Context: an optimization exercise on an open-source flow, tuned for small area, a short achievable clock period and few clock cycles per item. The choices shown serve that exercise and are no tape-out recipe. At most, simulation tests tie the RTL to the original design; equivalence was not proved. Only the layout flow was run in runs 2 to 6; the RTL was not checked for function there. Power figures rest on the tool's default switching activity, not on a simulated workload.

===== flow/flow/run.sh =====
#!/bin/bash
# Standard layout, with each port buffered by the smallest buffer cell, and with adders and
# compressors left to abc as plain gates rather than full/half adder cells
set -euo pipefail
export BUFFER_PORTS_ARGS="-buffer_cell sky130_fd_sc_hd__buf_1"
export ADDER_MAP_FILE=
bash standard.sh > standard.log 2>&1

===== flow/standard.sh =====
#!/bin/bash
# synth_recipe.tcl (not shown) runs the flow's synth.tcl, then flattens the netlist and writes it again
# the make line also repeats each setting of config.mk as NAME=value (left out here)
make -C /OpenROAD-flow-scripts/flow DESIGN_CONFIG=/design/flow/config.mk WORK_HOME=/design/flow/orfs CLKGATE_MAP_FILE= SYNTH_SCRIPT=/design/flow/synth_recipe.tcl "${@:-finish}"

===== flow/design.v =====
`timescale 1ns/10ps
`default_nettype none
package lc4_pkg;
   typedef logic [15:0] word_t;
   typedef logic [2:0]  reg_idx_t;
   localparam word_t RESET_PC = 16'h8200;
   function automatic logic writes_rd(input logic [15:0] insn);
      case (insn[15:12])
         4'b0001: writes_rd = (insn[5:3] != 3'b011);
         4'b0101: writes_rd = 1'b1;
         4'b0110: writes_rd = 1'b1;
         4'b1001: writes_rd = 1'b1;
         4'b1101: writes_rd = insn[8];
         default: writes_rd = 1'b0;
      endcase
   endfunction
   function automatic logic is_load(input logic [15:0] insn);
      is_load = (insn[15:12] == 4'b0110);
   endfunction
   function automatic logic is_store(input logic [15:0] insn);
      is_store = (insn[15:12] == 4'b0111);
   endfunction
   function automatic logic is_mul(input logic [15:0] insn);
      is_mul = (insn[15:12] == 4'b0001) && (insn[5:3] == 3'b001);
   endfunction
   function automatic logic [15:0] csa_s(input logic [15:0] a, input logic [15:0] b,
                                         input logic [15:0] c);
      csa_s = a ^ b ^ c;
   endfunction
   function automatic logic [15:0] csa_c(input logic [15:0] a, input logic [15:0] b,
                                         input logic [15:0] c);
      csa_c = ((a & b) | (a & c) | (b & c)) << 1;
   endfunction
endpackage
`default_nettype wire
`timescale 1ns/10ps
`default_nettype none
module lc4_decoder (
   input  wire  [15:0] i_insn,
   output logic [2:0]  o_rt
);
   assign o_rt = (i_insn[15:12] == 4'b0111 || i_insn[15:12] == 4'b1101) ?
                 i_insn[11:9] : i_insn[2:0];
endmodule
`default_nettype wire
`timescale 1ns/10ps
`default_nettype none
module lc4_regfile (
   input  wire         gwe,
   input  wire         i_clr,
   input  wire  [2:0]  i_rs,
   input  wire  [2:0]  i_rt,
   input  wire  [2:0]  i_rd,
   input  wire  [15:0] i_wdata,
   input  wire         i_rd_we,
   output logic [15:0] o_rs_data,
   output logic [15:0] o_rt_data
);
   logic [15:0] regs [8];
   always_ff @(posedge gwe) begin
      for (int i = 0; i < 8; i++) begin
         if (i_clr || (i_rd_we && i_rd == 3'(i))) begin
            regs[i] <= i_clr ? 16'd0 : i_wdata;
         end
      end
   end
   assign o_rs_data = (i_rd_we && i_rd == i_rs) ? i_wdata : regs[i_rs];
   assign o_rt_data = (i_rd_we && i_rd == i_rt) ? i_wdata : regs[i_rt];
endmodule
`default_nettype wire
`timescale 1ns/10ps
`default_nettype none
module lc4_alu (
   input  wire  [15:0] i_insn,
   input  wire  [15:0] i_a,         
   input  wire  [15:0] i_b,         
   output logic [15:0] o_result
);
   logic [3:0]  op;
   logic [15:0] imm5, imm6, imm9, bsel, sum, lres;
   logic        cin;
   assign op   = i_insn[15:12];
   assign imm5 = {{11{i_insn[4]}}, i_insn[4:0]};
   assign imm6 = {{10{i_insn[5]}}, i_insn[5:0]};
   assign imm9 = {{7{i_insn[8]}}, i_insn[8:0]};
   always_comb begin
      cin  = 1'b0;
      bsel = i_b;
      if (op[2]) begin
         bsel = imm6;                       
      end else if (i_insn[5]) begin
         bsel = imm5;                       
      end else if (i_insn[4]) begin
         bsel = ~i_b;                       
         cin  = 1'b1;
      end
   end
   assign sum = i_a + bsel + {15'd0, cin};
   always_comb begin
      case (i_insn[5:3])
         3'b000:  lres = i_a & i_b;
         3'b001:  lres = ~i_a;
         3'b010:  lres = i_a | i_b;
         3'b011:  lres = i_a ^ i_b;
         default: lres = i_a & imm5;
      endcase
   end
   always_comb begin
      case (op)
         4'b0101: o_result = lres;
         4'b1001: o_result = imm9;
         4'b1101: o_result = {i_insn[7:0], i_b[7:0]};
         default: o_result = sum;           
      endcase
   end
endmodule
module lc4_mul_csa (
   input  wire  [15:0] i_x,
   input  wire  [15:0] i_y,
   output logic [15:0] o_s,
   output logic [15:0] o_c
);
   logic [16:0] y;
   logic [15:0] pp [9];
   logic [15:0] l1 [6];
   logic [15:0] l2 [4];
   logic [15:0] l3 [3];
   assign y = {i_y, 1'b0};
   always_comb begin
      logic one, two, neg;
      logic [15:0] m;
      pp[8] = '0;
      for (int i = 0; i < 8; i++) begin
         one = y[2*i+1] ^ y[2*i];
         two = (y[2*i+2] && !y[2*i+1] && !y[2*i]) || (!y[2*i+2] && y[2*i+1] && y[2*i]);
         neg = y[2*i+2];
         m   = one ? i_x : two ? {i_x[14:0], 1'b0} : 16'd0;
         pp[i] = (m ^ {16{neg}}) << (2*i);
         pp[8][2*i] = neg;
      end
      for (int k = 0; k < 3; k++) begin
         l1[2*k]   = lc4_pkg::csa_s(pp[3*k], pp[3*k+1], pp[3*k+2]);
         l1[2*k+1] = lc4_pkg::csa_c(pp[3*k], pp[3*k+1], pp[3*k+2]);
      end
      for (int k = 0; k < 2; k++) begin
         l2[2*k]   = lc4_pkg::csa_s(l1[3*k], l1[3*k+1], l1[3*k+2]);
         l2[2*k+1] = lc4_pkg::csa_c(l1[3*k], l1[3*k+1], l1[3*k+2]);
      end
      l3[0] = lc4_pkg::csa_s(l2[0], l2[1], l2[2]);
      l3[1] = lc4_pkg::csa_c(l2[0], l2[1], l2[2]);
      l3[2] = l2[3];
      o_s = lc4_pkg::csa_s(l3[0], l3[1], l3[2]);
      o_c = lc4_pkg::csa_c(l3[0], l3[1], l3[2]);
   end
endmodule
`default_nettype wire
`timescale 1ns/10ps
`default_nettype none
module lc4_hazard (
   input  wire  [15:0] i_reg_data,    
   input  wire         i_sel_res,     
   input  wire         i_sel_ld,      
   input  wire  [15:0] i_m_res,
   input  wire  [15:0] i_dmem_data,
   output logic [15:0] o_data
);
   assign o_data = i_sel_res ? i_m_res : i_sel_ld ? i_dmem_data : i_reg_data;
endmodule
`default_nettype wire
`timescale 1ns/10ps
`default_nettype none
module lc4_pipeline #(
   parameter logic [15:0] RESET_PC = 16'h8200
) (
   input  wire         gwe,
   input  wire         i_rst_n,
   output logic [15:0] o_cur_pc,
   input  wire  [15:0] i_cur_insn,
   output logic [15:0] o_dmem_addr,
   output logic        o_dmem_we,
   output logic [15:0] o_dmem_towrite,
   input  wire  [15:0] i_cur_dmem_data,
   output logic [1:0]  o_trace_stall,
   output logic [15:0] o_trace_pc,
   output logic [15:0] o_trace_insn,
   output logic        o_trace_regfile_we,
   output logic [2:0]  o_trace_wsel,
   output logic [15:0] o_trace_wdata,
   output logic        o_trace_nzp_we,
   output logic [2:0]  o_trace_nzp_bits,
   output logic        o_trace_dmem_we,
   output logic [15:0] o_trace_dmem_addr,
   output logic [15:0] o_trace_dmem_data
);
   logic [15:0] pc_q;                     
   logic        go_q;                     
   logic        clr_q;                    
   logic        xv_q;                     
   logic [15:0] x_insn_q;
   logic [15:0] x_a_q, x_b_q;             
   logic        x_mul_q;                  
   logic        dep_q;                    
   logic        brs_res_q, brs_ld_q;      
   logic        brt_res_q, brt_ld_q;      
   logic        mv_q;                     
   logic        m_we_q, m_ld_q, m_st_q, m_mul_q;
   logic [15:0] m_insn_q, m_res_q, m_sd_q;
   logic        cv_q;                     
   logic        c_we_q, c_mem_q, c_st_q;   
   logic        seen_q;                   
   logic [15:0] c_insn_q, c_val_q, c_addr_q;
   logic [15:0] tpc_q;                    
   logic [2:0]  f_rt;
   logic [3:0]  f_op;
   logic [15:0] f_a, f_b, m_wdata;
   logic        x_go, go_d, x_we, x_ld, f_mul, f_rs_used, f_rt_used, f_rs_hit, f_rt_hit, f_dep;
   lc4_decoder u_predecode (.i_insn(i_cur_insn), .o_rt(f_rt));
   lc4_regfile u_regfile (
      .gwe(gwe), .i_clr(clr_q),
      .i_rs(i_cur_insn[8:6]), .i_rt(f_rt),
      .i_rd(m_insn_q[11:9]), .i_wdata(m_wdata), .i_rd_we(m_we_q),
      .o_rs_data(f_a), .o_rt_data(f_b)
   );
   assign x_go = go_q;
   assign x_we = xv_q && x_go && lc4_pkg::writes_rd(x_insn_q);
   assign x_ld = lc4_pkg::is_load(x_insn_q);
   assign f_op      = i_cur_insn[15:12];
   assign f_mul     = lc4_pkg::is_mul(i_cur_insn);
   assign f_rs_used = (f_op == 4'b0001 || f_op == 4'b0101 || f_op[3:1] == 3'b011);
   assign f_rt_used = (f_op == 4'b0111 || f_op == 4'b1101 ||
                       ((f_op == 4'b0001 || f_op == 4'b0101) && !i_cur_insn[5]));
   assign f_rs_hit  = x_we && i_cur_insn[8:6] == x_insn_q[11:9];
   assign f_rt_hit  = x_we && f_rt == x_insn_q[11:9];
   assign f_dep     = (x_mul_q || f_mul) && ((f_rs_used && f_rs_hit) || (f_rt_used && f_rt_hit));
   assign go_d      = !f_dep;
   logic [15:0] pc_inc;
   assign pc_inc   = pc_q + 16'd1;
   assign o_cur_pc = pc_q;
   logic [15:0] a_x, b_x, alu_x, mul_s, mul_c;
   lc4_hazard u_byp_rs (
      .i_reg_data(x_a_q), .i_sel_res(brs_res_q), .i_sel_ld(brs_ld_q),
      .i_m_res(m_res_q), .i_dmem_data(i_cur_dmem_data), .o_data(a_x)
   );
   lc4_hazard u_byp_rt (
      .i_reg_data(x_b_q), .i_sel_res(brt_res_q), .i_sel_ld(brt_ld_q),
      .i_m_res(m_res_q), .i_dmem_data(i_cur_dmem_data), .o_data(b_x)
   );
   lc4_alu u_alu (.i_insn(x_insn_q), .i_a(a_x), .i_b(b_x), .o_result(alu_x));
   lc4_mul_csa u_mul (.i_x(x_a_q), .i_y(x_b_q), .o_s(mul_s), .o_c(mul_c));
   assign m_wdata = m_ld_q ? i_cur_dmem_data : m_mul_q ? m_res_q + m_sd_q : m_res_q;
   assign o_dmem_addr    = m_res_q;
   assign o_dmem_we      = m_st_q;
   assign o_dmem_towrite = m_sd_q;
   always_ff @(posedge gwe or negedge i_rst_n) begin
      if (!i_rst_n) begin
         pc_q      <= RESET_PC;
         go_q      <= 1'b1;
         clr_q     <= 1'b1;
         xv_q      <= 1'b0;
         dep_q     <= 1'b0;
         brs_res_q <= 1'b0;
         brs_ld_q  <= 1'b0;
         brt_res_q <= 1'b0;
         brt_ld_q  <= 1'b0;
         mv_q      <= 1'b0;
         m_we_q    <= 1'b0;
         m_st_q    <= 1'b0;
         cv_q      <= 1'b0;
         seen_q    <= 1'b0;
      end else begin
         pc_q      <= go_d ? pc_inc : pc_q;
         go_q      <= go_d;
         clr_q     <= 1'b0;
         xv_q      <= 1'b1;
         dep_q     <= f_dep;
         brs_res_q <= f_rs_hit && !x_ld;
         brs_ld_q  <= f_rs_hit && x_ld;
         brt_res_q <= f_rt_hit && !x_ld;
         brt_ld_q  <= f_rt_hit && x_ld;
         mv_q      <= xv_q && x_go;
         m_we_q    <= x_we;
         m_st_q    <= xv_q && x_go && lc4_pkg::is_store(x_insn_q);
         cv_q      <= mv_q;
         seen_q    <= seen_q || cv_q;
      end
   end
   always_ff @(posedge gwe) begin
      x_insn_q <= i_cur_insn;
      x_a_q    <= f_a;
      x_b_q    <= f_b;
      x_mul_q  <= f_mul;
      m_insn_q <= x_insn_q;
      m_ld_q   <= x_ld;
      m_mul_q  <= x_mul_q;
      m_res_q  <= x_mul_q ? mul_s : alu_x;
      m_sd_q   <= x_mul_q ? mul_c : b_x;
      c_insn_q <= m_insn_q;
      c_we_q   <= lc4_pkg::writes_rd(m_insn_q);
      c_mem_q  <= m_ld_q || lc4_pkg::is_store(m_insn_q);
      c_st_q   <= lc4_pkg::is_store(m_insn_q);
      c_addr_q <= m_res_q;
      c_val_q  <= m_st_q ? m_sd_q : m_wdata;
      tpc_q    <= pc_q - 16'd1 - {15'd0, go_q};
   end
   assign o_trace_stall      = {!cv_q, !cv_q && seen_q};
   assign o_trace_pc         = tpc_q;
   assign o_trace_insn       = c_insn_q;
   assign o_trace_regfile_we = c_we_q;
   assign o_trace_wsel       = c_insn_q[11:9];
   assign o_trace_wdata      = c_val_q;
   assign o_trace_nzp_we     = c_we_q;
   assign o_trace_nzp_bits   = c_val_q[15] ? 3'b100 : (c_val_q == 16'd0) ? 3'b010 : 3'b001;
   assign o_trace_dmem_we    = c_st_q;
   assign o_trace_dmem_addr  = c_mem_q ? c_addr_q : 16'd0;
   assign o_trace_dmem_data  = c_mem_q ? c_val_q : 16'd0;
endmodule
`default_nettype wire

===== flow/config.mk =====
export PLATFORM = sky130hd
export DESIGN_NAME = lc4_pipeline
export DESIGN_NICKNAME = lc4_pipeline
export VERILOG_FILES = /design/flow/design.v
export SDC_FILE = /design/flow/constraint.sdc
export NUM_CORES = 4
export LEC_CHECK = 0
export ABC_CLOCK_PERIOD_IN_PS = 2800
export CAP_MARGIN = 20
export CORE_MARGIN = 2
export CORE_UTILIZATION = 50
export CTS_CLUSTER_DIAMETER = 100
export CTS_CLUSTER_SIZE = 22
export SETUP_SLACK_MARGIN = 3.8
export SLEW_MARGIN = 20

===== flow/constraint.sdc =====
create_clock -name core_clock -period 7.0 [get_ports {gwe}]
set_input_delay 1.4000 -clock core_clock [delete_from_list [all_inputs] [get_ports {gwe}]]
set_output_delay 1.4000 -clock core_clock [all_outputs]
set_load 0.01 [all_outputs]

==> out/results.tsv, run 1 <==
stage	metric	value	unit
timing	fin. max-slew vios	0	
floorplanning	Starting Density	50.7	%
clocking	Num CTS Buffers	19	
clocking	clock latency on the worst-skew pair	0.56	ns
route	met1 wire length	29.4	mm
route	via-per-instance ratio	6.36	
synthesis	syn_nets	2249	
timing	minimum clock period	3.52	ns
global_routing	Remaining Overflow, GRT	0	
power_and_ir_drop	VDD IR-drop max	0.310	mV
global_routing	first-pass GRT wire length	105	mm
route	Routed wire per std cell	24.9	um
worst_setup_path	Critical Setup Path Class	in2reg	
timing	final setup margin	3.48	ns
global_routing	initial antenna violation count	1	
worst_setup_path	Crit. End Element	register	
worst_setup_path	type of origin of the critical path	input port	
placed_design	DP Wirelength	47.5	mm
layout	Non-Filler Instances	2868	
synthesis	Seq/Total Area, Yosys	39.0	%
power_and_ir_drop	Sw Share	45.5	%
synthesis	Post-synth top flop	dfxtp_1	
clocking	clock tree from TritonCTS	built	
synthesis	Syn Std Cell Area	20200	um^2
synthesis	cell accounting for the most synthesized area	edfxtp_1	
power_and_ir_drop	Internal	5.64	mW
route	Antenna Violating Nets Remaining	0	
route	met2 WL	32.9	mm
floorplanning	die height	205	um
placed_design	routability congestion estimate	0.929	
power_and_ir_drop	leak pwr	8.62	nW
worst_setup_path	critical path's top delay family	compound AO/OA/AOI/OAI gates	
layout	# nets final	2363	
global_routing	largest net degree at the start of global routing	56	
power_and_ir_drop	clock power share	11.4	%
timing	Worst Tran Pin Value	1.22	ns
timing	Hold Worst Slack	0.333	ns
timing	setup TNS	0	ns
clocking	largest buffer count on any clock path	3	
power_and_ir_drop	part of the power in combinational logic	59.5	%
timing	final setup violation count	0	
clocking	# H-tree levels	1	
synthesis	top-count cell post-synth	nand2_1	
synthesis	Synth Instances	2215	
timing	Tcrit/Tclk final	50.3	%
synthesis	warning count from the yosys run	9	
floorplanning	I/O pins	174	
route	Post-Route WL	71.4	mm
power_and_ir_drop	Power Dens Cells	443	nW/um^2
worst_setup_path	crit-path cells	buf_8, mux2_4, o2111ai_2, or4b_4, maj3_2, and4_4, o211ai_2, nand3_4, a311oi_4, xor2_1, a21oi_2, a21oi_1	
route	uppermost layer routed	met4	
synthesis	most instantiated cells after synthesis	nand2_1 (226), dfxtp_1 (166), nor2_1 (164), a21oi_1 (148), o21ai_0 (134)	
layout	layout cells sized above 1	16.9	%
worst_setup_path	CP max stage cell	or4b_4	
floorplanning	Die ar.	42000	um^2
route	Remaining DRCs	0	
route	TritonRoute pass-1 iters	7	
route	routed via count	18300	
synthesis	top post-synthesis cells by area	edfxtp_1 (19%), dfxtp_1 (16%), xnor2_1 (5.7%)	
synthesis	Post-synth EDFFs	128	
layout	fin util	58.7	%
worst_setup_path	slowest stage delay, CP	0.49	ns
synthesis	mean area per synthesized cell	9.11	um^2
clocking	CTS clk-pin slew, worst paths	0.09	ns
floorplanning	# rows	73	
outcome	status	no timing/DRC/antenna violations	
worst_setup_path	arrival time at the worst endpoint	3.92	ns
hold_path	Hold Path Class	reg2reg	
timing	Rel. slew slack	18.3	%
floorplanning	Die X	205	um
placed_design	port bufs	173	
clocking	clock root cell	clkbuf_16	
route	Initial DRC Count	2256	
placed_design	placed cells	2767	
timing	fmax	284	MHz
synthesis	share of flip-flops with an asynchronous set or reset	8.70	%
route	met3 wire len	6.73	mm
clocking	CTS Sinks	322	
synthesis	Synth top area share	19.0	%
layout	Layout fillers	3527	
power_and_ir_drop	Switch Pwr	4.72	mW
worst_setup_path	CP bufs+invs	1	
timing	Final Hold Fails	0	
global_routing	Total Routing Usage GR	33.0	%
global_routing	number of global-route vias before repair	16900	
timing	RSZ-0062 raised after global routing	true	
synthesis	Yosys cell types	95	
timing	worst clock skew	0.0199	ns
placed_design	worst slack at placement	2.05	ns
synthesis	Yosys reg bits	322	
power_and_ir_drop	Seq pwr share	29.1	%
layout	area grow syn2layout	15.8	%
run	max-cap violations	0	
floorplanning	core footprint	39800	um^2
worst_setup_path	worst-path fanout max	4	
worst_setup_path	CP Data Required Time	7.40	ns
## layer usage
metal	vias to the layer above	track usage, %
li1	8272	-
met1	8825	45.3
met2	989	52.6
met3	165	5.81
met4	0	11.0
met5	-	0
## placed cells by master, fill, tap and decap left out, types with 21 or more instances in the layout
cell type,count
a21o_1,22
a21oi_1,136
and2_1,49
buf_1,165
buf_4,66
clkbuf_16,22
dfrtp_1,22
dfxtp_1,136
dfxtp_2,21
edfxtp_1,128
inv_1,38
maj3_1,41
mux2i_1,67
mux4_2,24
nand2_1,220
nand2b_1,33
nand3_1,34
nor2_1,157
nor2b_1,23
o211ai_1,27
o21ai_0,109
o21ai_1,28
o22ai_1,39
xnor2_1,113
xor2_1,71
## flip-flops by register name, summed over array words and instances, names as in the netlist, 16 cells and up
signal,cells
c_val_q,16
x_insn_q,16
x_a_q,16
u_regfile.regs,128
m_insn_q,16
x_b_q,16
c_addr_q,16
m_res_q,16
c_insn_q,16
m_sd_q,16
pc_q,16
tpc_q,16
## power groups by stage
stage          registers (mW)  clock network, mW  logic (mW)
2_1_floorplan            2.75                  0        4.16
3_3_place_gp             2.97                  0        5.31
3_5_place_dp             2.97                  0        5.39
4_1_cts                  2.96               1.20        5.75
5_1_grt                  3.05               1.25        6.66
6_report                 3.01               1.18        6.16
## logic make-up (layout without fill, tap and decap cells)
group | after synthesis | in the layout | synth area share (%)
and+or+nand+nor | 660 | 660 | 15.8
other | 2 | 3 | 0.0372
AOI/OAI and AO/OA | 619 | 619 | 20.4
xor gates and xnor gates | 211 | 211 | 9.51
adders and majority gates | 48 | 48 | 2.41
buffers and inverters | 231 | 358 | 4.97
muxes | 122 | 122 | 7.87
DFF | 322 | 322 | 39.0
## final cells by class
cell class | count | area, um^2 | share of cell area [%]
clock inverter | 5 | 51.3 | 0.219
timing repair buffer | 277 | 1850 | 7.91
inverter | 45 | 184 | 0.787
multi-input combinational | 1662 | 12200 | 52.1
timing repair inverter | 2 | 12.5 | 0.0535
sequential | 322 | 7940 | 33.9
antenna | 1 | 2.50 | 0.0107
tap | 525 | 657 | 2.81
clock buffer | 29 | 513 | 2.19
## stage by stage
step | total power, mW | area, um^2
final | 10.4 | 23400
after global routing | 11.0 | 23400
after CTS | 9.91 | 22700
after detailed placement | 8.36 | 21100
after global placement | 8.28 | 21100
after floorplan | 6.92 | 20400
## repair_timing
action / CTS / global route
gates cloned: 5 / 3
setup buffers: 42 / 16
setup endpoints to repair: 182 / 134
hold buffers: 0 / 0
gates resized for setup: 154 / 125
pin swaps: 38 / 23
## worst register-to-register path, delay by kind of cell, from the launching register on
| kind | cells | cell delay, ns |
|---|---|---|
| and+or+nand+nor | 3 | 0.82 |
| adders and majority gates | 1 | 0.33 |
| AOI/OAI and AO/OA | 5 | 0.87 |
| muxes | 1 | 0.38 |
| DFF | 1 | 0.75 |
| xor gates and xnor gates | 1 | 0.13 |
## final timing paths
path,endpoint,slack (ns),depth (start not counted),startpoint
min reg2reg,c_insn_q[7]$_DFF_P_,0.33,0,m_insn_q[7]$_DFF_P_
min in group asynchronous,pc_q[10]$_DFFE_PN0N_,0.88,1,i_rst_n
min,c_insn_q[7]$_DFF_P_,0.33,0,m_insn_q[7]$_DFF_P_
max,m_res_q[13]$_DFF_P_,3.48,12,i_cur_dmem_data[4]
max in group asynchronous,brt_ld_q$_DFF_PN0_,5.64,1,i_rst_n
max reg2reg,m_res_q[13]$_DFF_P_,3.58,11,brt_ld_q$_DFF_PN0_
Testbench counts, summed over its fixed seeds: cycles 16,466, items 16,000.
==> run 2, diff against run 1 <==
--- a/flow/design.v
+++ b/flow/design.v
@@ -37,10 +37,27 @@
 `default_nettype none
 module lc4_decoder (
    input  wire  [15:0] i_insn,
-   output logic [2:0]  o_rt
+   output logic [2:0]  o_rt,
+   output logic [10:0] o_ctl
 );
-   assign o_rt = (i_insn[15:12] == 4'b0111 || i_insn[15:12] == 4'b1101) ?
-                 i_insn[11:9] : i_insn[2:0];
+   logic [3:0] op;
+   logic       arith, logic_op, mem, b_inv, b_imm5, b_imm6;
+   assign op       = i_insn[15:12];
+   assign arith    = (op == 4'b0001);
+   assign logic_op = (op == 4'b0101);
+   assign mem      = (op[3:1] == 3'b011);
+   assign o_rt = (op == 4'b0111 || op == 4'b1101) ? i_insn[11:9] : i_insn[2:0];
+   assign b_inv  = arith && i_insn[5:3] == 3'b010;
+   assign b_imm5 = (arith || logic_op) && i_insn[5];
+   assign b_imm6 = mem;
+   assign o_ctl = {!(b_inv || b_imm5 || b_imm6), b_inv, b_imm5, b_imm6,
+                   arith || mem,
+                   logic_op && (i_insn[5] || i_insn[4:3] == 2'b00),
+                   logic_op && i_insn[5:3] == 3'b001,
+                   logic_op && i_insn[5:3] == 3'b010,
+                   logic_op && i_insn[5:3] == 3'b011,
+                   op == 4'b1001,
+                   op == 4'b1101};
 endmodule
 `default_nettype wire
 `timescale 1ns/10ps
@@ -74,45 +91,26 @@
    input  wire  [15:0] i_insn,
    input  wire  [15:0] i_a,         
    input  wire  [15:0] i_b,         
+   input  wire  [10:0] i_ctl,       
    output logic [15:0] o_result
 );
-   logic [3:0]  op;
-   logic [15:0] imm5, imm6, imm9, bsel, sum, lres;
-   logic        cin;
-   assign op   = i_insn[15:12];
+   logic [15:0] imm5, imm6, imm9, bsel, sum;
+   logic        b_reg, b_inv, b_imm5, b_imm6;
+   logic        r_sum, r_and, r_not, r_or, r_xor, r_imm9, r_hic;
+   assign {b_reg, b_inv, b_imm5, b_imm6, r_sum, r_and, r_not, r_or, r_xor, r_imm9, r_hic} = i_ctl;
    assign imm5 = {{11{i_insn[4]}}, i_insn[4:0]};
    assign imm6 = {{10{i_insn[5]}}, i_insn[5:0]};
    assign imm9 = {{7{i_insn[8]}}, i_insn[8:0]};
-   always_comb begin
-      cin  = 1'b0;
-      bsel = i_b;
-      if (op[2]) begin
-         bsel = imm6;                       
-      end else if (i_insn[5]) begin
-         bsel = imm5;                       
-      end else if (i_insn[4]) begin
-         bsel = ~i_b;                       
-         cin  = 1'b1;
-      end
-   end
-   assign sum = i_a + bsel + {15'd0, cin};
-   always_comb begin
-      case (i_insn[5:3])
-         3'b000:  lres = i_a & i_b;
-         3'b001:  lres = ~i_a;
-         3'b010:  lres = i_a | i_b;
-         3'b011:  lres = i_a ^ i_b;
-         default: lres = i_a & imm5;
-      endcase
-   end
-   always_comb begin
-      case (op)
-         4'b0101: o_result = lres;
-         4'b1001: o_result = imm9;
-         4'b1101: o_result = {i_insn[7:0], i_b[7:0]};
-         default: o_result = sum;           
-      endcase
-   end
+   assign bsel = ({16{b_reg}} & i_b) | ({16{b_inv}} & ~i_b) |
+                 ({16{b_imm5}} & imm5) | ({16{b_imm6}} & imm6);
+   assign sum  = i_a + bsel + {15'd0, b_inv};
+   assign o_result = ({16{r_sum}}  & sum) |
+                     ({16{r_and}}  & (i_a & bsel)) |
+                     ({16{r_not}}  & ~i_a) |
+                     ({16{r_or}}   & (i_a | i_b)) |
+                     ({16{r_xor}}  & (i_a ^ i_b)) |
+                     ({16{r_imm9}} & imm9) |
+                     ({16{r_hic}}  & {i_insn[7:0], i_b[7:0]});
 endmodule
 module lc4_mul_csa (
    input  wire  [15:0] i_x,
@@ -199,6 +197,7 @@
    logic [15:0] x_insn_q;
    logic [15:0] x_a_q, x_b_q;             
    logic        x_mul_q;                  
+   logic [10:0] x_ctl_q;                  
    logic        dep_q;                    
    logic        brs_res_q, brs_ld_q;      
    logic        brt_res_q, brt_ld_q;      
@@ -211,10 +210,11 @@
    logic [15:0] c_insn_q, c_val_q, c_addr_q;
    logic [15:0] tpc_q;                    
    logic [2:0]  f_rt;
+   logic [10:0] f_ctl;
    logic [3:0]  f_op;
    logic [15:0] f_a, f_b, m_wdata;
    logic        x_go, go_d, x_we, x_ld, f_mul, f_rs_used, f_rt_used, f_rs_hit, f_rt_hit, f_dep;
-   lc4_decoder u_predecode (.i_insn(i_cur_insn), .o_rt(f_rt));
+   lc4_decoder u_predecode (.i_insn(i_cur_insn), .o_rt(f_rt), .o_ctl(f_ctl));
    lc4_regfile u_regfile (
       .gwe(gwe), .i_clr(clr_q),
       .i_rs(i_cur_insn[8:6]), .i_rt(f_rt),
@@ -245,7 +245,7 @@
       .i_reg_data(x_b_q), .i_sel_res(brt_res_q), .i_sel_ld(brt_ld_q),
       .i_m_res(m_res_q), .i_dmem_data(i_cur_dmem_data), .o_data(b_x)
    );
-   lc4_alu u_alu (.i_insn(x_insn_q), .i_a(a_x), .i_b(b_x), .o_result(alu_x));
+   lc4_alu u_alu (.i_insn(x_insn_q), .i_a(a_x), .i_b(b_x), .i_ctl(x_ctl_q), .o_result(alu_x));
    lc4_mul_csa u_mul (.i_x(x_a_q), .i_y(x_b_q), .o_s(mul_s), .o_c(mul_c));
    assign m_wdata = m_ld_q ? i_cur_dmem_data : m_mul_q ? m_res_q + m_sd_q : m_res_q;
    assign o_dmem_addr    = m_res_q;
@@ -289,6 +289,7 @@
       x_a_q    <= f_a;
       x_b_q    <= f_b;
       x_mul_q  <= f_mul;
+      x_ctl_q  <= f_ctl;
       m_insn_q <= x_insn_q;
       m_ld_q   <= x_ld;
       m_mul_q  <= x_mul_q;
--- a/flow/config.mk
+++ b/flow/config.mk
@@ -5,11 +5,11 @@
 export SDC_FILE = /design/flow/constraint.sdc
 export NUM_CORES = 4
 export LEC_CHECK = 0
-export ABC_CLOCK_PERIOD_IN_PS = 2800
+export ABC_CLOCK_PERIOD_IN_PS = 3500
 export CAP_MARGIN = 20
 export CORE_MARGIN = 2
 export CORE_UTILIZATION = 50
 export CTS_CLUSTER_DIAMETER = 100
 export CTS_CLUSTER_SIZE = 22
-export SETUP_SLACK_MARGIN = 3.8
+export SETUP_SLACK_MARGIN = 3.5
 export SLEW_MARGIN = 20
==> run 2 against run 1 <==
  * Still clean
  * Worst setup slack lost 0.016 ns
  * Sequential share of layout area is 2.1 points higher
  * First-iteration DRC count down 20%
  * Synthesized cell count shrank 0.45%
  * Sequential power down 11%
  * Clock power up 5%
  * Routed wire length shrank 5.2%
  * Die area increased by 2.2%
  * Combinational power is 26% lower
  * Cell count down 1.3%
  * Non-clock buffer count down 48
  * Hold slack got worse by 0.00053 ns
  * Critical path type unchanged
  * Largest power group unchanged
  * Highest routed layer is now met5
==> out/results.tsv, run 2 <==
stage	metric	value	unit
outcome	status	no timing/DRC/antenna violations	
clocking	cts hold-fix bufs	0	
placed_design	DP Wirelength	47.0	mm
hold_path	Hold Path Class	reg2reg	
synthesis	top post-synthesis cells by area	edfxtp_1 (19%), dfxtp_1 (17%), xnor2_1 (5.3%)	
global_routing	number of global-route vias before repair	16200	
route	Routed wire per std cell	23.9	um
layout	area grow syn2layout	9.46	%
synthesis	most instantiated cells after synthesis	nand2_1 (207), dfxtp_1 (177), nor2_1 (175), a21oi_1 (152), o21ai_0 (145)	
worst_setup_path	arrival time at the worst endpoint	3.93	ns
layout	Ant. Diodes	0	
clocking	Num CTS Buffers	20	
timing	fmax	283	MHz
clocking	largest buffer count on any clock path	3	
layout	commonest non-fill, non-tap cell in the layout	nand2_1	
floorplanning	# rows	74	
synthesis	syn_nets	2239	
route	Antenna Violating Nets Remaining	0	
timing	fin. max-slew vios	0	
layout	Reg with most FFs	u_regfile.regs	
power_and_ir_drop	VDD IR-drop max	0.270	mV
clocking	clock tree from TritonCTS	built	
synthesis	warning count from the yosys run	8	
synthesis	Syn Std Cell Area	20600	um^2
worst_setup_path	worst-path fanout max	4	
route	TritonRoute pass-1 iters	6	
synthesis	Post-synth EDFFs	128	
worst_setup_path	Crit. End Element	register	
timing	Rel. slew slack	28.0	%
timing	Worst Tran Pin Value	1.08	ns
timing	worst clock skew	0.0249	ns
layout	layout cells sized above 1	11.8	%
clocking	CTS clk-pin slew, worst paths	0.09	ns
floorplanning	core footprint	40700	um^2
clocking	clock latency on the worst-skew pair	0.56	ns
layout	final non-filler cell area	22600	um^2
global_routing	Total Routing Usage GR	30.3	%
synthesis	Post-synth top flop	dfxtp_1	
worst_setup_path	type of origin of the critical path	input port	
worst_setup_path	CP Data Required Time	7.40	ns
synthesis	mean area per synthesized cell	9.35	um^2
synthesis	Yosys cell types	104	
route	via-per-instance ratio	6.26	
power_and_ir_drop	Power Dens Cells	375	nW/um^2
floorplanning	Die X	207	um
floorplanning	die height	207	um
worst_setup_path	Critical Setup Path Class	in2reg	
synthesis	cell accounting for the most synthesized area	edfxtp_1	
clocking	clock root cell	clkbuf_16	
timing	Tcrit/Tclk final	50.5	%
synthesis	share of flip-flops with an asynchronous set or reset	8.41	%
synthesis	Seq/Total Area, Yosys	39.2	%
power_and_ir_drop	leak pwr	8.26	nW
layout	# nets final	2320	
synthesis	Synth top area share	18.6	%
placed_design	routability congestion estimate	0.965	
run	max-cap violations	0	
clocking	# H-tree levels	1	
timing	final setup margin	3.46	ns
floorplanning	Die ar.	42900	um^2
layout	max reg flops	128	
floorplanning	I/O pins	174	
route	Remaining DRCs	0	
placed_design	worst slack at placement	2.42	ns
layout	commonest non-fill, non-tap cells in the layout	nand2_1 (205), nor2_1 (172), buf_1 (164)	
global_routing	Remaining Overflow, GRT	0	
route	Post-Route WL	67.7	mm
timing	setup TNS	0	ns
timing	Final Hold Fails	0	
timing	final setup violation count	0	
timing	minimum clock period	3.54	ns
global_routing	largest net degree at the start of global routing	53	
clocking	CTS Sinks	333	
placed_design	instance area after placement	21500	um^2
synthesis	Synth Instances	2205	
route	Initial DRC Count	1808	
timing	RSZ-0062 raised after global routing	true	
placed_design	port bufs	173	
global_routing	initial antenna violation count	2	
timing	Hold Worst Slack	0.332	ns
route	routed via count	17700	
global_routing	first-pass GRT wire length	101	mm
synthesis	top-count cell post-synth	nand2_1	
floorplanning	Starting Density	50.6	%
synthesis	Yosys reg bits	333	
[run 2: repair_timing]
item | 4_1_cts | 5_1_grt
endpoints found under the setup margin | 63 | 66
buffers inserted | 5 | 11
pin swaps | 8 | 13
cloned | 1 | 0
resized for setup | 38 | 57
[run 2: metal layers]
layer / up-vias / GRT usage, % / routed length (um)
met5: - / 0 / 37
met4: 2 / 10.5 / 2640
met3: 136 / 6.28 / 6760
met2: 900 / 47.1 / 30300
met1: 8524 / 42.0 / 28000
li1: 8158 / - / -
[run 2: critical path: stages]
cell and delay (ns):
buf_1 0.15, mux2_4 0.30, mux2i_4 0.24, mux2i_4 0.34
xnor2_2 0.18, nand4_1 0.18, o311ai_2 0.37, nand2_2 0.15
a211oi_2 0.31, mux2i_1 0.23, a32oi_1 0.07
[run 2: stage by stage]
step | util (%) | total power, mW | instances
global route | 55.4 | 8.91 | 2832
CTS | 54.7 | 8.40 | 2821
floorplan | - | 5.96 | 2205
global placement | 52.7 | 7.05 | 2779
detailed placement | 52.7 | 7.11 | 2779
finish | 55.4 | 8.47 | 2832
[run 2: cells by family (layout without fill, tap and decap cells)]
family	count (synthesis)	count (layout)	share of synthesized area, %
compound gates	614	614	19.7
xor+xnor	198	198	9.52
fa+ha+maj	53	53	2.64
buf+inv	222	316	5.10
flops	333	333	39.2
mux	136	137	8.76
other cells	2	2	0.0364
simple gates	647	647	15.0
[run 2: report_power, final]
| group | switching (mW) | internal, mW | leakage, nW |
|---|---|---|---|
| sequential | 0.372 | 2.31 | 3.15 |
| clock | 0.684 | 0.554 | 0.292 |
| combinational | 2.56 | 1.99 | 4.82 |
[run 2: final timing paths]
kind | to | startpoint | depth (start not counted) | slack (ns)
min in group asynchronous | pc_q[6]$_DFFE_PN0N_ | i_rst_n | 1 | 0.89
min reg2reg | c_insn_q[6]$_DFF_P_ | m_insn_q[6]$_DFF_P_ | 0 | 0.33
max in group asynchronous | brs_res_q$_DFF_PN0_ | i_rst_n | 1 | 5.64
min | c_insn_q[6]$_DFF_P_ | m_insn_q[6]$_DFF_P_ | 0 | 0.33
max | m_res_q[15]$_DFF_P_ | i_cur_dmem_data[6] | 11 | 3.46
max reg2reg | m_res_q[7]$_DFF_P_ | x_ctl_q[10]$_DFF_P_ | 10 | 3.49
[run 2: cell type report]
cell class	instances	area (um^2)
clock buffers	30	538
clock inverters	6	71.3
fillers	3710	18200
inverters	51	194
multi-input cells	1651	11800
flip-flops and latches	333	8130
well taps	532	666
repair buffers	229	1160
==> run 3, diff against run 2 <==
--- a/flow/design.v
+++ b/flow/design.v
@@ -197,6 +197,7 @@
    logic [15:0] x_insn_q;
    logic [15:0] x_a_q, x_b_q;             
    logic        x_mul_q;                  
+   logic        x_wr_q, x_ldi_q, x_sti_q;  
    logic [10:0] x_ctl_q;                  
    logic        dep_q;                    
    logic        brs_res_q, brs_ld_q;      
@@ -213,7 +214,7 @@
    logic [10:0] f_ctl;
    logic [3:0]  f_op;
    logic [15:0] f_a, f_b, m_wdata;
-   logic        x_go, go_d, x_we, x_ld, f_mul, f_rs_used, f_rt_used, f_rs_hit, f_rt_hit, f_dep;
+   logic        x_go, go_d, x_we, x_ld, f_mul, f_st, f_rs_used, f_rt_used, f_rs_hit, f_rt_hit, f_dep;
    lc4_decoder u_predecode (.i_insn(i_cur_insn), .o_rt(f_rt), .o_ctl(f_ctl));
    lc4_regfile u_regfile (
       .gwe(gwe), .i_clr(clr_q),
@@ -222,10 +223,11 @@
       .o_rs_data(f_a), .o_rt_data(f_b)
    );
    assign x_go = go_q;
-   assign x_we = xv_q && x_go && lc4_pkg::writes_rd(x_insn_q);
-   assign x_ld = lc4_pkg::is_load(x_insn_q);
+   assign x_we = xv_q && x_go && x_wr_q;
+   assign x_ld = x_ldi_q;
    assign f_op      = i_cur_insn[15:12];
    assign f_mul     = lc4_pkg::is_mul(i_cur_insn);
+   assign f_st      = lc4_pkg::is_store(i_cur_insn);
    assign f_rs_used = (f_op == 4'b0001 || f_op == 4'b0101 || f_op[3:1] == 3'b011);
    assign f_rt_used = (f_op == 4'b0111 || f_op == 4'b1101 ||
                        ((f_op == 4'b0001 || f_op == 4'b0101) && !i_cur_insn[5]));
@@ -279,7 +281,7 @@
          brt_ld_q  <= f_rt_hit && x_ld;
          mv_q      <= xv_q && x_go;
          m_we_q    <= x_we;
-         m_st_q    <= xv_q && x_go && lc4_pkg::is_store(x_insn_q);
+         m_st_q    <= xv_q && x_go && x_sti_q;
          cv_q      <= mv_q;
          seen_q    <= seen_q || cv_q;
       end
@@ -289,6 +291,9 @@
       x_a_q    <= f_a;
       x_b_q    <= f_b;
       x_mul_q  <= f_mul;
+      x_wr_q   <= lc4_pkg::writes_rd(i_cur_insn);
+      x_ldi_q  <= lc4_pkg::is_load(i_cur_insn);
+      x_sti_q  <= f_st;
       x_ctl_q  <= f_ctl;
       m_insn_q <= x_insn_q;
       m_ld_q   <= x_ld;
==> run 3 against run 2 <==
  * Still clean
  * Sequential cell count grew 3
  * Non-clock buffer count grew 33
  * Worst setup slack got worse by 0.083 ns
  * Hold slack got worse by 0.0084 ns
  * Critical endpoint unchanged
  * Largest cell class unchanged
  * Largest power group unchanged
==> out/results.tsv, run 3 <==
stage	metric	value	unit
outcome	status	no timing/DRC/antenna violations	
placed_design	port bufs	173	
floorplanning	Die X	205	um
layout	# nets final	2309	
floorplanning	core footprint	39800	um^2
layout	Layout fillers	3611	
clocking	largest buffer count on any clock path	3	
floorplanning	I/O pins	174	
route	Initial DRC Count	1662	
layout	layout cells sized above 1	15.0	%
synthesis	Yosys reg bits	336	
synthesis	compound-gate portion of the synthesized area	19.0	%
route	Antenna Violating Nets Remaining	0	
layout	area grow syn2layout	13.5	%
route	met2 WL	30.8	mm
power_and_ir_drop	VDD IR-drop max	0.397	mV
clocking	clock latency on the worst-skew pair	0.56	ns
clocking	# H-tree levels	1	
route	Post-Route WL	66.1	mm
worst_setup_path	CP max stage cell	a221o_2	
global_routing	Remaining Overflow, GRT	0	
route	met3 wire len	5.51	mm
floorplanning	Starting Density	50.9	%
worst_setup_path	Critical Setup Path Class	in2reg	
layout	Register Area	8190	um^2
clocking	CTS Sinks	336	
route	TritonRoute pass-1 iters	6	
global_routing	largest net degree at the start of global routing	49	
timing	RSZ-0062 raised after global routing	true	
placed_design	worst slack at placement	2.45	ns
clocking	clock tree from TritonCTS	built	
layout	multi-input logic area	11800	um^2
clocking	clock root cell	clkbuf_16	
synthesis	largest family of logic cells by synthesized area	compound AO/OA/AOI/OAI gates	
timing	Hold Worst Slack	0.324	ns
clocking	cts hold-fix bufs	0	
synthesis	mux contribution to synthesized area	9.66	%
placed_design	instance area after placement	21200	um^2
floorplanning	die height	205	um
synthesis	top post-synthesis cells by area	edfxtp_1 (19%), dfxtp_1 (18%), xnor2_1 (5.4%)	
route	Remaining DRCs	0	
timing	fmax	276	MHz
global_routing	number of global-route vias before repair	16000	
worst_setup_path	crit-path cells	buf_6, mux2_4, mux2i_4, mux2i_1, a21o_1, a31oi_4, a221o_2, a211oi_4, a211oi_2, or3_1, a31oi_1, a21oi_1	
floorplanning	Die ar.	42100	um^2
timing	setup TNS	0	ns
synthesis	Post-synth top flop	dfxtp_1	
synthesis	share of flip-flops with an asynchronous set or reset	8.33	%
synthesis	syn_nets	2197	
timing	fin. max-slew vios	0	
clocking	CTS clk-pin slew, worst paths	0.09	ns
route	routed via count	17500	
synthesis	Seq/Total Area, Yosys	40.2	%
timing	Tcrit/Tclk final	51.7	%
worst_setup_path	type of origin of the critical path	input port	
run	max-cap violations	0	
global_routing	initial antenna violation count	2	
worst_setup_path	slowest stage delay, CP	0.47	ns
layout	commonest non-fill, non-tap cell in the layout	nand2_1	
route	via-per-instance ratio	6.20	
power_and_ir_drop	leak pwr	8.38	nW
power_and_ir_drop	Power Dens Cells	382	nW/um^2
synthesis	Synth top area share	19.0	%
synthesis	warning count from the yosys run	8	
layout	max reg flops	128	
placed_design	DP Wirelength	44.7	mm
hold_path	Hold Path Class	reg2reg	
floorplanning	# rows	73	
route	met1 wire length	27.8	mm
clocking	Num CTS Buffers	20	
layout	final non-filler cell area	23000	um^2
timing	final setup margin	3.38	ns
layout	Reg with most FFs	u_regfile.regs	
timing	worst clock skew	0.0358	ns
synthesis	Synth Area in Adders	2.44	%
global_routing	Total Routing Usage GR	30.5	%
route	uppermost layer routed	met5	
timing	final setup violation count	0	
worst_setup_path	CP Data Required Time	7.41	ns
timing	Rel. slew slack	29.7	%
synthesis	top-count cell post-synth	nand2_1	
synthesis	Synth Instances	2163	
worst_setup_path	arrival time at the worst endpoint	4.03	ns
synthesis	Post-Synth Simple-Gate Area	14.7	%
timing	Worst Tran Pin Value	1.06	ns
synthesis	XOR/XNOR Fraction of Synth Area	9.38	%
synthesis	Syn Std Cell Area	20300	um^2
timing	Final Hold Fails	0	
layout	fin util	57.7	%
worst_setup_path	Crit. End Element	register	
route	Routed wire per std cell	23.5	um
synthesis	mean area per synthesized cell	9.37	um^2
synthesis	most instantiated cells after synthesis	nand2_1 (209), dfxtp_1 (180), a21oi_1 (178), nor2_1 (167), edfxtp_1 (128)	
synthesis	cell accounting for the most synthesized area	edfxtp_1	
worst_setup_path	worst-path fanout max	4	
global_routing	first-pass GRT wire length	97.9	mm
layout	commonest non-fill, non-tap cells in the layout	nand2_1 (204), a21oi_1 (167), dfxtp_1 (165)	
placed_design	routability congestion estimate	0.893	
synthesis	Post-synth EDFFs	128	
timing	minimum clock period	3.62	ns
synthesis	Yosys cell types	94	
-- run 3: cell count changes in the layout (fill, tap and decap cells not counted), sizes merged, moves of 12 or more --
cell	delta
inv	-12
xor2	+13
o21ai	-17
a21oi	+25
buf	+28
o21a	-17
-- run 3: layer usage --
| metal | vias up | track usage, % |
|---|---|---|
| li1 | 8053 | - |
| met1 | 8499 | 42.9 |
| met2 | 787 | 49.5 |
| met3 | 117 | 3.72 |
| met4 | 2 | 8.63 |
| met5 | - | 0 |
-- run 3: final timing paths --
kind	startpoint	end	slack, ns	cells after the start
min in group asynchronous	i_rst_n	pc_q[11]$_DFFE_PN0N_	0.89	1
setup / recovery	i_cur_dmem_data[2]	m_res_q[15]$_DFF_P_	3.38	12
max in group asynchronous	i_rst_n	brs_ld_q$_DFF_PN0_	5.57	1
setup reg to reg	brs_ld_q$_DFF_PN0_	m_res_q[15]$_DFF_P_	3.45	11
hold / removal	m_insn_q[6]$_DFF_P_	c_insn_q[6]$_DFF_P_	0.32	0
hold reg to reg	m_insn_q[6]$_DFF_P_	c_insn_q[6]$_DFF_P_	0.32	0
-- run 3: layout make-up --
cell class	count	area share [%]
clock inverters	6	0.381
multi-input cells	1617	51.2
well taps	525	2.86
diodes	1	0.0109
clock buffers	29	2.32
repair buffers	262	6.97
flip-flops and latches	336	35.6
inverters	38	0.642
-- run 3: kinds of logic after synthesis --
group	after synthesis
AO/OA/AOI/OAI	593
XOR/XNOR	203
adder cells (fa/ha/maj)	49
buffers and inverters	210
flip-flops	336
multiplexers	140
other	2
AND/OR/NAND/NOR	630
-- run 3: stage by stage --
step,power [mW],instances
floorplan,5.79,2163
global placement,7.02,2722
detailed placement,7.06,2722
CTS,8.55,2782
global route,9.25,2814
finish,8.78,2814
-- run 3: power by group --
| group | switching (mW) | internal, mW | total (mW) |
|---|---|---|---|
| logic | 2.78 | 2.08 | 4.85 |
| registers | 0.356 | 2.31 | 2.67 |
| clock network | 0.676 | 0.586 | 1.26 |
-- run 3: timing repair --
action / in CTS / in global routing
buffers inserted: 24 / 28
endpoints found under the hold margin: 0 / 0
resized for setup: 92 / 81
endpoints found under the setup margin: 118 / 112
gates cloned: 1 / 3
pin swaps: 18 / 32
-- run 3: worst max-delay path: cells and delay by family --
kind            cells  cell delay (ns)
buf+inv             1             0.10
compound gates      7             1.53
simple gates        1             0.32
mux                 3             0.67
==> run 4, diff against run 3 <==
--- a/flow/config.mk
+++ b/flow/config.mk
@@ -5,7 +5,7 @@
 export SDC_FILE = /design/flow/constraint.sdc
 export NUM_CORES = 4
 export LEC_CHECK = 0
-export ABC_CLOCK_PERIOD_IN_PS = 3500
+export ABC_AREA = 1
 export CAP_MARGIN = 20
 export CORE_MARGIN = 2
 export CORE_UTILIZATION = 50
==> run 4 against run 3 <==
  * Still clean
  * Sequential share of layout area is 1.6 points higher
  * Highest routed layer is now met4
  * Global-route usage is 3.7 points higher
  * Largest power group unchanged
  * Hold slack better by 0.0039 ns
==> out/results.tsv, run 4 <==
stage	metric	value	unit
clocking	largest buffer count on any clock path	3	
power_and_ir_drop	Tot Pwr	7.18	mW
run	max-cap violations	0	
layout	commonest non-fill, non-tap cells in the layout	nand2_1 (923), inv_1 (346), nand3_1 (247)	
synthesis	most instantiated cells after synthesis	nand2_1 (926), inv_1 (355), nand3_1 (251), o21ai_0 (204), nor2_1 (182)	
timing	Tcrit/Tclk final	48.6	%
timing	Worst Tran Pin Value	0.983	ns
timing	RSZ-0062 raised after global routing	true	
synthesis	Synth Instances	2858	
route	Initial DRC Count	2173	
placed_design	port bufs	173	
power_and_ir_drop	leak pwr	10.2	nW
layout	area grow syn2layout	9.98	%
synthesis	cell accounting for the most synthesized area	edfxtp_1	
layout	max reg flops	128	
global_routing	first-pass GRT wire length	108	mm
route	TritonRoute pass-1 iters	9	
power_and_ir_drop	VDD IR-drop max	0.192	mV
synthesis	Yosys cell types	61	
clocking	CTS clk-pin slew, worst paths	0.08	ns
worst_setup_path	critical path's top delay family	simple AND/OR/NAND/NOR gates	
worst_setup_path	CP max stage cell	a221oi_1	
timing	minimum clock period	3.40	ns
route	Remaining DRCs	0	
worst_setup_path	Critical Setup Path Class	in2reg	
synthesis	Seq/Total Area, Yosys	40.9	%
timing	fin. max-slew vios	0	
floorplanning	# rows	73	
synthesis	top-count cell post-synth	nand2_1	
floorplanning	Die ar.	41500	um^2
route	Post-Route WL	72.3	mm
route	routed via count	20400	
worst_setup_path	CP bufs+invs	2	
worst_setup_path	slowest stage delay, CP	0.43	ns
worst_setup_path	Crit. End Element	register	
global_routing	met1 usage	46.9	%
worst_setup_path	worst-path fanout max	14	
hold_path	Hold Path Class	reg2reg	
worst_setup_path	crit-path cells	buf_1, nand2_1, nor2_2, nand2_1, nand2_2, nand2_1, o21a_2, nand3_1, clkinvlp_4, a221oi_1, nand4_1, nand2_1, o21ai_0	
synthesis	mean area per synthesized cell	6.97	um^2
layout	layout cells sized above 1	5.37	%
synthesis	Post-synth top flop	dfxtp_1	
worst_setup_path	arrival time at the worst endpoint	3.81	ns
global_routing	initial antenna violation count	1	
route	via-per-instance ratio	5.77	
synthesis	Synth top area share	19.3	%
synthesis	top post-synthesis cells by area	edfxtp_1 (19%), dfxtp_1 (18%), nand2_1 (17%)	
global_routing	gr busiest metal	met2	
timing	fmax	294	MHz
worst_setup_path	type of origin of the critical path	input port	
floorplanning	Die X	204	um
power_and_ir_drop	Power Dens Cells	328	nW/um^2
floorplanning	I/O pins	174	
timing	setup TNS	0	ns
clocking	clock latency on the worst-skew pair	0.55	ns
placed_design	DP Wirelength	53.7	mm
floorplanning	Starting Density	50.4	%
layout	# nets final	3036	
global_routing	Total Routing Usage GR	34.2	%
global_routing	met3 usage	3.74	%
clocking	clock root cell	clkbuf_16	
outcome	status	no timing/DRC/antenna violations	
timing	final setup violation count	0	
layout	commonest non-fill, non-tap cell in the layout	nand2_1	
synthesis	share of flip-flops with an asynchronous set or reset	8.33	%
timing	worst clock skew	0.0241	ns
global_routing	GR Layer Usage met2	54.8	%
global_routing	largest net degree at the start of global routing	34	
clocking	Num CTS Buffers	20	
worst_setup_path	most used cell along the critical path	nand2_1	
synthesis	syn_nets	2892	
floorplanning	core footprint	39500	um^2
global_routing	Remaining Overflow, GRT	0	
synthesis	Yosys reg bits	336	
route	Antenna Violating Nets Remaining	0	
placed_design	routability congestion estimate	0.969	
synthesis	warning count from the yosys run	8	
layout	Reg with most FFs	u_regfile.regs	
clocking	clock tree from TritonCTS	built	
layout	fin util	55.4	%
timing	Rel. slew slack	33.8	%
timing	Final Hold Fails	0	
clocking	# H-tree levels	1	
floorplanning	die height	204	um
synthesis	Post-synth EDFFs	128	
worst_setup_path	CP Data Required Time	7.41	ns
route	Routed wire per std cell	20.4	um
clocking	CTS Sinks	336	
global_routing	number of global-route vias before repair	18500	
synthesis	Syn Std Cell Area	19900	um^2
clocking	cts hold-fix bufs	0	
==> run 4: changes by cell type after synthesis, sizes merged, moves of 37 or more <==
cell / change
buf: -37
nand2b: -37
nand2: +722
nand3: +210
mux2i: -80
and2: -47
inv: +326
a21oi: -80
xnor2: -116
maj3: -49
mux4: -39
o21ai: +87
==> run 4: metrics by stage <==
stage | instances | hold WS (ns) | cell area (um^2) | setup slack [ns]
4_1_cts | 3523 | 0.331 | 21600 | 3.51
3_3_place_gp | 3488 | 0.310 | 21000 | 2.99
6_report | 3541 | 0.328 | 21900 | 3.60
5_1_grt | 3541 | 0.335 | 21900 | 3.40
3_5_place_dp | 3488 | 0.312 | 21000 | 2.93
2_1_floorplan | 2858 | 0.310 | 19900 | 3.83
==> run 4: area by class of cell <==
cell class / count / area (um^2)
inverter: 366 / 1410
clock inverter: 4 / 45.0
antenna: 1 / 2.50
sequential: 336 / 8160
fill: 3856 / 17600
multi-input combinational: 2051 / 9990
clock buffer: 31 / 573
tap: 525 / 657
timing repair buffer: 226 / 1060
timing repair inverter: 1 / 7.51
==> run 4: worst reg2reg max path: stages, from the launching register on <==
cell and delay (ns):
dfxtp_1 0.60, nand2_1 0.13, inv_1 0.09, nor2_1 0.06, a21oi_1 0.23, o21ai_0 0.13
a21oi_1 0.29, o21ai_0 0.23, a21o_1 0.21, a21oi_1 0.11, o21ai_0 0.12, nand2_1 0.09
o21ai_0 0.35, o21ai_1 0.55
==> run 4: logic make-up (layout without fill, tap and decap cells) <==
| kind of cell | count (synthesis) | count (layout) | synth area share, % |
|---|---|---|---|
| buf+inv | 471 | 628 | 9.35 |
| other cells | 2 | 3 | 0.0377 |
| xor+xnor | 82 | 82 | 3.61 |
| compound gates | 513 | 513 | 15.8 |
| flops | 336 | 336 | 40.9 |
| simple gates | 1454 | 1454 | 30.3 |
==> run 4: where the power goes <==
group | leakage (nW) | total (mW) | internal [mW] | switching, mW
clock | 0.296 | 1.24 | 0.580 | 0.663
combinational | 6.78 | 3.29 | 1.07 | 2.21
sequential | 3.17 | 2.65 | 2.31 | 0.340
total | 10.2 | 7.18 | 3.96 | 3.22
==> run 4: layer usage <==
layer	up-vias	routed length [um]
li1	9697	-
met1	9434	30100
met2	1105	32000
met3	213	6750
met4	0	3460
met5	-	0
==> run 4: final timing paths <==
| kind | from | end | slack [ns] | cells past startpoint |
|---|---|---|---|---|
| max in group asynchronous | i_rst_n | brt_ld_q$_DFF_PN0_ | 5.59 | 1 |
| hold / removal | m_insn_q[0]$_DFF_P_ | c_insn_q[0]$_DFF_P_ | 0.33 | 0 |
| setup / recovery | i_cur_insn[14] | x_b_q[10]$_DFF_P_ | 3.60 | 13 |
| hold reg to reg | m_insn_q[0]$_DFF_P_ | c_insn_q[0]$_DFF_P_ | 0.33 | 0 |
| setup reg to reg | m_res_q[7]$_DFF_P_ | c_val_q[12]$_DFF_P_ | 3.66 | 13 |
| min in group asynchronous | i_rst_n | pc_q[10]$_DFFE_PN0N_ | 0.89 | 1 |
==> run 4: what timing repair did <==
item,in CTS,in global routing
cloned,0,1
endpoints found under the setup margin,26,63
setup buffers,0,16
gates resized for setup,4,43
==> run 5, diff against run 4 <==
--- a/flow/config.mk
+++ b/flow/config.mk
@@ -11,5 +11,5 @@
 export CORE_UTILIZATION = 50
 export CTS_CLUSTER_DIAMETER = 100
 export CTS_CLUSTER_SIZE = 22
-export SETUP_SLACK_MARGIN = 3.5
+export SETUP_SLACK_MARGIN = 3.8
 export SLEW_MARGIN = 20
==> run 5 against run 4 <==
  * Still clean on timing, DRC and antenna
  * Count of clock-buffer cells in the layout stayed put
  * Clock skew is 0.0017 ns higher
  * Register-to-register slack better by 0.22 ns
  * Synthesized cell count stayed put
  * Critical path depth is 2 higher
  * Non-clock buffer count is 38 higher
  * Worst setup slack better by 0.28 ns
  * Die area stayed put
  * Fmax is 9.0% higher
  * Sequential cell count stayed put
  * Combinational power is 3% higher
  * Routed wire length is 1.6% higher
  * Largest cell class unchanged
==> out/results.tsv, run 5 <==
stage	metric	value	unit
worst_setup_path	start of the worst register-to-register path	x_a_q[2]$_DFF_P_	
synthesis	cell accounting for the most synthesized area	edfxtp_1	
route	TritonRoute pass-1 iters	7	
run	max-cap violations	0	
floorplanning	Die X	204	um
timing	final setup violation count	0	
clocking	CTS Sinks	336	
route	Initial DRC Count	2054	
layout	max reg flops	128	
worst_setup_path	CP Data Required Time	7.44	ns
worst_setup_path	arrival time at the worst endpoint	3.56	ns
timing	Tcrit/Tclk final	44.5	%
timing	setup TNS	0	ns
worst_setup_path	slowest stage delay, CP	0.74	ns
timing	worst clock skew	0.0259	ns
synthesis	mean area per synthesized cell	6.97	um^2
layout	final non-filler cell area	22600	um^2
route	Post-Route WL	73.4	mm
floorplanning	# rows	73	
timing	Rel. slew slack	44.6	%
worst_setup_path	worst-path fanout max	10	
worst_setup_path	type of origin of the critical path	register	
layout	Reg with most FFs	u_regfile.regs	
layout	area grow syn2layout	13.6	%
timing	Hold Worst Slack	0.328	ns
floorplanning	Die ar.	41500	um^2
worst_setup_path	most used cell along the critical path	nand2_1	
worst_setup_path	crit-path cells	inv_1, a21oi_1, o21ai_0, and2_1, xor2_2, nor2_1, nor2_2, nand2_2, nand2_1, nand2_1, or2_0, nand3_1, nand2_1, nand2_1, nand2_1	
clocking	clock tree from TritonCTS	built	
floorplanning	I/O pins	174	
worst_setup_path	Critical Setup Path Class	reg2reg	
route	Remaining DRCs	0	
synthesis	Synth top area share	19.3	%
synthesis	top post-synthesis cells by area	edfxtp_1 (19%), dfxtp_1 (18%), nand2_1 (17%)	
placed_design	routability congestion estimate	0.969	
timing	RSZ-0062 raised after global routing	true	
timing	final setup margin	3.88	ns
clocking	cts hold-fix bufs	0	
clocking	Num CTS Buffers	20	
timing	minimum clock period	3.12	ns
clocking	CTS clk-pin slew, worst paths	0.09	ns
placed_design	port bufs	173	
clocking	clock root cell	clkbuf_16	
synthesis	Post-synth top flop	dfxtp_1	
timing	fmax	321	MHz
global_routing	largest net degree at the start of global routing	34	
placed_design	placed cells	3488	
layout	commonest non-fill, non-tap cells in the layout	nand2_1 (913), inv_1 (342), nand3_1 (242)	
global_routing	number of global-route vias before repair	18500	
layout	# nets final	3076	
worst_setup_path	Crit. End Element	register	
global_routing	first-pass GRT wire length	108	mm
global_routing	initial antenna violation count	2	
timing	Final Hold Fails	0	
synthesis	most instantiated cells after synthesis	nand2_1 (926), inv_1 (355), nand3_1 (251), o21ai_0 (204), nor2_1 (182)	
clocking	clock latency on the worst-skew pair	0.55	ns
synthesis	Synth Instances	2858	
clocking	largest buffer count on any clock path	3	
worst_setup_path	CP max stage cell	dfxtp_1	
layout	layout cells sized above 1	9.13	%
layout	Non-Filler Instances	3581	
clocking	# H-tree levels	1	
route	routed via count	20600	
worst_setup_path	flop-to-flop setup slack	3.88	ns
placed_design	worst slack at placement	2.93	ns
placed_design	instance area after placement	21000	um^2
timing	Worst Tran Pin Value	0.823	ns
synthesis	Yosys cell types	61	
worst_setup_path	Critical path origin	x_a_q[2]$_DFF_P_	
floorplanning	die height	204	um
synthesis	Yosys reg bits	336	
power_and_ir_drop	Tot Pwr	7.31	mW
power_and_ir_drop	leak pwr	10.5	nW
route	via-per-instance ratio	5.75	
outcome	status	no timing/DRC/antenna violations	
route	Antenna Violating Nets Remaining	0	
power_and_ir_drop	Power Dens Cells	323	nW/um^2
route	Routed wire per std cell	20.5	um
layout	fin util	57.2	%
hold_path	HP Start	m_insn_q[0]$_DFF_P_	
global_routing	Total Routing Usage GR	34.4	%
placed_design	DP Wirelength	53.7	mm
floorplanning	core footprint	39500	um^2
synthesis	syn_nets	2892	
synthesis	top-count cell post-synth	nand2_1	
global_routing	Remaining Overflow, GRT	0	
timing	fin. max-slew vios	0	
power_and_ir_drop	VDD IR-drop max	0.183	mV
synthesis	Seq/Total Area, Yosys	40.9	%
synthesis	Post-synth EDFFs	128	
worst_setup_path	critical path's top delay family	simple AND/OR/NAND/NOR gates	
synthesis	share of flip-flops with an asynchronous set or reset	8.33	%
synthesis	warning count from the yosys run	8	
floorplanning	Starting Density	50.4	%
layout	commonest non-fill, non-tap cell in the layout	nand2_1	
synthesis	Syn Std Cell Area	19900	um^2
hold_path	Hold Path Class	reg2reg	
worst_setup_path	CP bufs+invs	1	
==> run 5: area by class of cell <==
type	instances	area [um^2]
clock inverters	4	45.0
repair inverters	2	12.5
fillers	3806	16900
flip-flops and latches	336	8180
repair buffers	264	1420
inverters	366	1440
well taps	525	657
clock buffers	31	573
diodes	1	2.50
multi-input cells	2052	10300
==> run 5: logic make-up (layout without fill, tap and decap cells) <==
logic type / after synthesis / in the layout / share of synthesized area, %
AND/OR/NAND/NOR: 1454 / 1454 / 30.3
other: 2 / 3 / 0.0377
buffers and inverters: 471 / 667 / 9.35
AO/OA/AOI/OAI: 513 / 514 / 15.8
XOR/XNOR: 82 / 82 / 3.61
flip-flops: 336 / 336 / 40.9
==> run 5: what timing repair did <==
| item | CTS | global route |
|---|---|---|
| setup endpoints to repair | 98 | 117 |
| setup buffers | 14 | 40 |
| gates cloned | 1 | 2 |
| gates resized for setup | 35 | 136 |
| pin swaps | 2 | 16 |
==> run 5: metal layers <==
metal	track usage (%)	part of all wire (%)	vias to the layer above
li1	-	-	9784
met4	15.0	4.7	0
met2	55.0	44	1078
met5	0	0	-
met1	47.2	41	9529
met3	3.84	9.4	201
==> run 5: final timing paths <==
path	to	cells past startpoint
max in group asynchronous	brt_ld_q$_DFF_PN0_	1
worst max register to register	m_res_q[5]$_DFF_P_	15
min in group asynchronous	pc_q[10]$_DFFE_PN0N_	1
worst min-delay path	c_insn_q[0]$_DFF_P_	0
worst max-delay path	m_res_q[5]$_DFF_P_	15
worst min register to register	c_insn_q[0]$_DFF_P_	0
==> run 5: power by group <==
part / leakage [nW] / internal, mW / switching [mW] / total, mW
registers: 3.17 / 2.31 / 0.349 / 2.66
clock network: 0.296 / 0.580 / 0.672 / 1.25
logic: 7.06 / 1.14 / 2.26 / 3.40
==> run 6, diff against run 5 <==
--- a/flow/config.mk
+++ b/flow/config.mk
@@ -11,5 +11,5 @@
 export CORE_UTILIZATION = 50
 export CTS_CLUSTER_DIAMETER = 100
 export CTS_CLUSTER_SIZE = 22
-export SETUP_SLACK_MARGIN = 3.8
+export SETUP_SLACK_MARGIN = 4.2
 export SLEW_MARGIN = 20
==> run 6 against run 5 <==
  * Critical endpoint is now o_trace_nzp_bits[0]
  * Final area increased by 16%
  * Combinational power increased by 22%
  * Power increased by 11%
  * Global-route usage increased by 2.0 points
  * First-iteration DRC count increased by 18%
  * Hold slack improved by 0.0040 ns
  * Highest routed layer unchanged
  * Cell count increased by 4.0%
==> out/results.tsv, run 6 <==
stage	metric	value	unit
layout	commonest non-fill, non-tap cell in the layout	nand2_1	
route	TritonRoute pass-1 iters	6	
clocking	CTS clk-pin slew, worst paths	0.08	ns
synthesis	Yosys cell types	61	
clocking	clock root cell	clkbuf_16	
placed_design	DP Wirelength	54.2	mm
synthesis	Yosys reg bits	336	
synthesis	Synth Instances	2858	
placed_design	instance area after placement	21200	um^2
timing	RSZ-0062 raised after global routing	true	
layout	max reg flops	128	
outcome	status	no timing/DRC/antenna violations	
route	via-per-instance ratio	5.89	
synthesis	warning count from the yosys run	8	
floorplanning	# rows	73	
worst_setup_path	WP depth	5	
power_and_ir_drop	Seq pwr share	33.1	%
floorplanning	die height	204	um
placed_design	routability congestion estimate	0.970	
power_and_ir_drop	Internal	4.40	mW
worst_setup_path	type of origin of the critical path	register	
power_and_ir_drop	Switch Pwr	3.74	mW
global_routing	Remaining Overflow, GRT	0	
timing	setup TNS	0	ns
hold_path	Hold Path Cell Cnt	0	
timing	fmax	310	MHz
layout	area grow syn2layout	32.1	%
global_routing	Total Routing Usage GR	36.4	%
global_routing	first-pass GRT wire length	115	mm
worst_setup_path	CP max stage cell	nor4_4	
floorplanning	Die ar.	41500	um^2
floorplanning	Die X	204	um
clocking	Num CTS Buffers	21	
worst_setup_path	CP bufs+invs	1	
==> run 6: routing by layer <==
metal	global-route usage [%]	wire, um	vias to the layer above
met5	0	0	-
met4	15.5	4820	0
met3	5.51	8710	306
met2	57.6	36400	1256
met1	49.5	31900	10300
li1	-	-	10100
==> run 6: worst reg2reg max path: stages (launching register included) <==
cell and delay, ns:
dfrtp_1 0.48, inv_6 0.38, nand3_2 0.18, o21ai_4 0.11
nand2_1 0.08, o211ai_1 0.18, buf_4 0.18, nor2_4 0.04
nor2_4 0.17, nand2_4 0.10, nor3_4 0.19, nand2_2 0.09
nand2_4 0.10, nand2_2 0.06, nand2_1 0.06, nand2_1 0.06
nand3_2 0.09, nand2_2 0.08, nand2_1 0.08, inv_1 0.04
==> run 6: cell type report <==
| type | instances | area (um^2) |
|---|---|---|
| Tap cell | 525 | 657 |
| Fill cell | 3413 | 13200 |
| Sequential cell | 336 | 8250 |
| Inverter | 366 | 1510 |
| Timing Repair Buffer | 403 | 3190 |
| Clock inverter | 6 | 75.1 |
| Timing Repair inverter | 2 | 12.5 |
| Clock buffer | 31 | 563 |
| Multi-Input combinational cell | 2054 | 12100 |
==> run 6: cell families after synthesis <==
| logic type | after synthesis | synth area share [%] |
|---|---|---|
| AO/OA/AOI/OAI | 513 | 15.8 |
| XOR/XNOR | 82 | 3.61 |
| buffers and inverters | 471 | 9.35 |
| flip-flops | 336 | 40.9 |
| other | 2 | 0.0377 |
| AND/OR/NAND/NOR | 1454 | 30.3 |
==> run 6: timing repair <==
item	CTS	global route
buffers inserted	87	99
endpoints found under the hold margin	0	0
resized for setup	306	532
pin swaps	48	180
cloned	10	8
endpoints found under the setup margin	197	206
==> run 6: stage by stage <==
stage	setup slack (ns)	hold slack [ns]	std cells	total power [mW]	util, %
2_1_floorplan	3.89	0.310	2858	5.01	-
3_3_place_gp	3.00	0.310	3482	5.83	53.6
3_5_place_dp	2.90	0.312	3482	5.90	53.6
4_1_cts	3.79	0.329	3616	7.44	59.7
5_1_grt	3.76	0.337	3723	8.68	66.5
6_report	3.78	0.332	3723	8.14	66.5
==> run 6: power by group through the flow <==
stage / Clock, mW / Combinational [mW] / Sequential (mW)
finish: 1.31 / 4.14 / 2.69
global route: 1.39 / 4.59 / 2.71
CTS: 1.32 / 3.48 / 2.64
detailed placement: 0 / 3.24 / 2.66
global placement: 0 / 3.17 / 2.66
floorplan: 0 / 2.46 / 2.55
==> run 6: path summary, 6_finish.rpt <==
check | from | slack, ns | end
max | c_val_q[14]$_DFF_P_ | 3.78 | o_trace_nzp_bits[0]
min | x_insn_q[12]$_DFF_P_ | 0.33 | m_insn_q[12]$_DFF_P_
max reg2reg | brt_res_q$_DFF_PN0_ | 4.15 | m_res_q[14]$_DFF_P_
min reg2reg | x_insn_q[12]$_DFF_P_ | 0.33 | m_insn_q[12]$_DFF_P_
max in group asynchronous | i_rst_n | 5.59 | m_st_q$_DFF_PN0_
min in group asynchronous | i_rst_n | 0.87 | brt_res_q$_DFF_PN0_

Re-timed with assumed drivers on the ports (clkbuf_16 on the clock, buf_2 on other inputs), run 6 has 3.720 ns of setup slack against 3.779 ns with ideal ports, and 3.527 ns once port delays also move by the mid clock arrival of 0.617 ns.
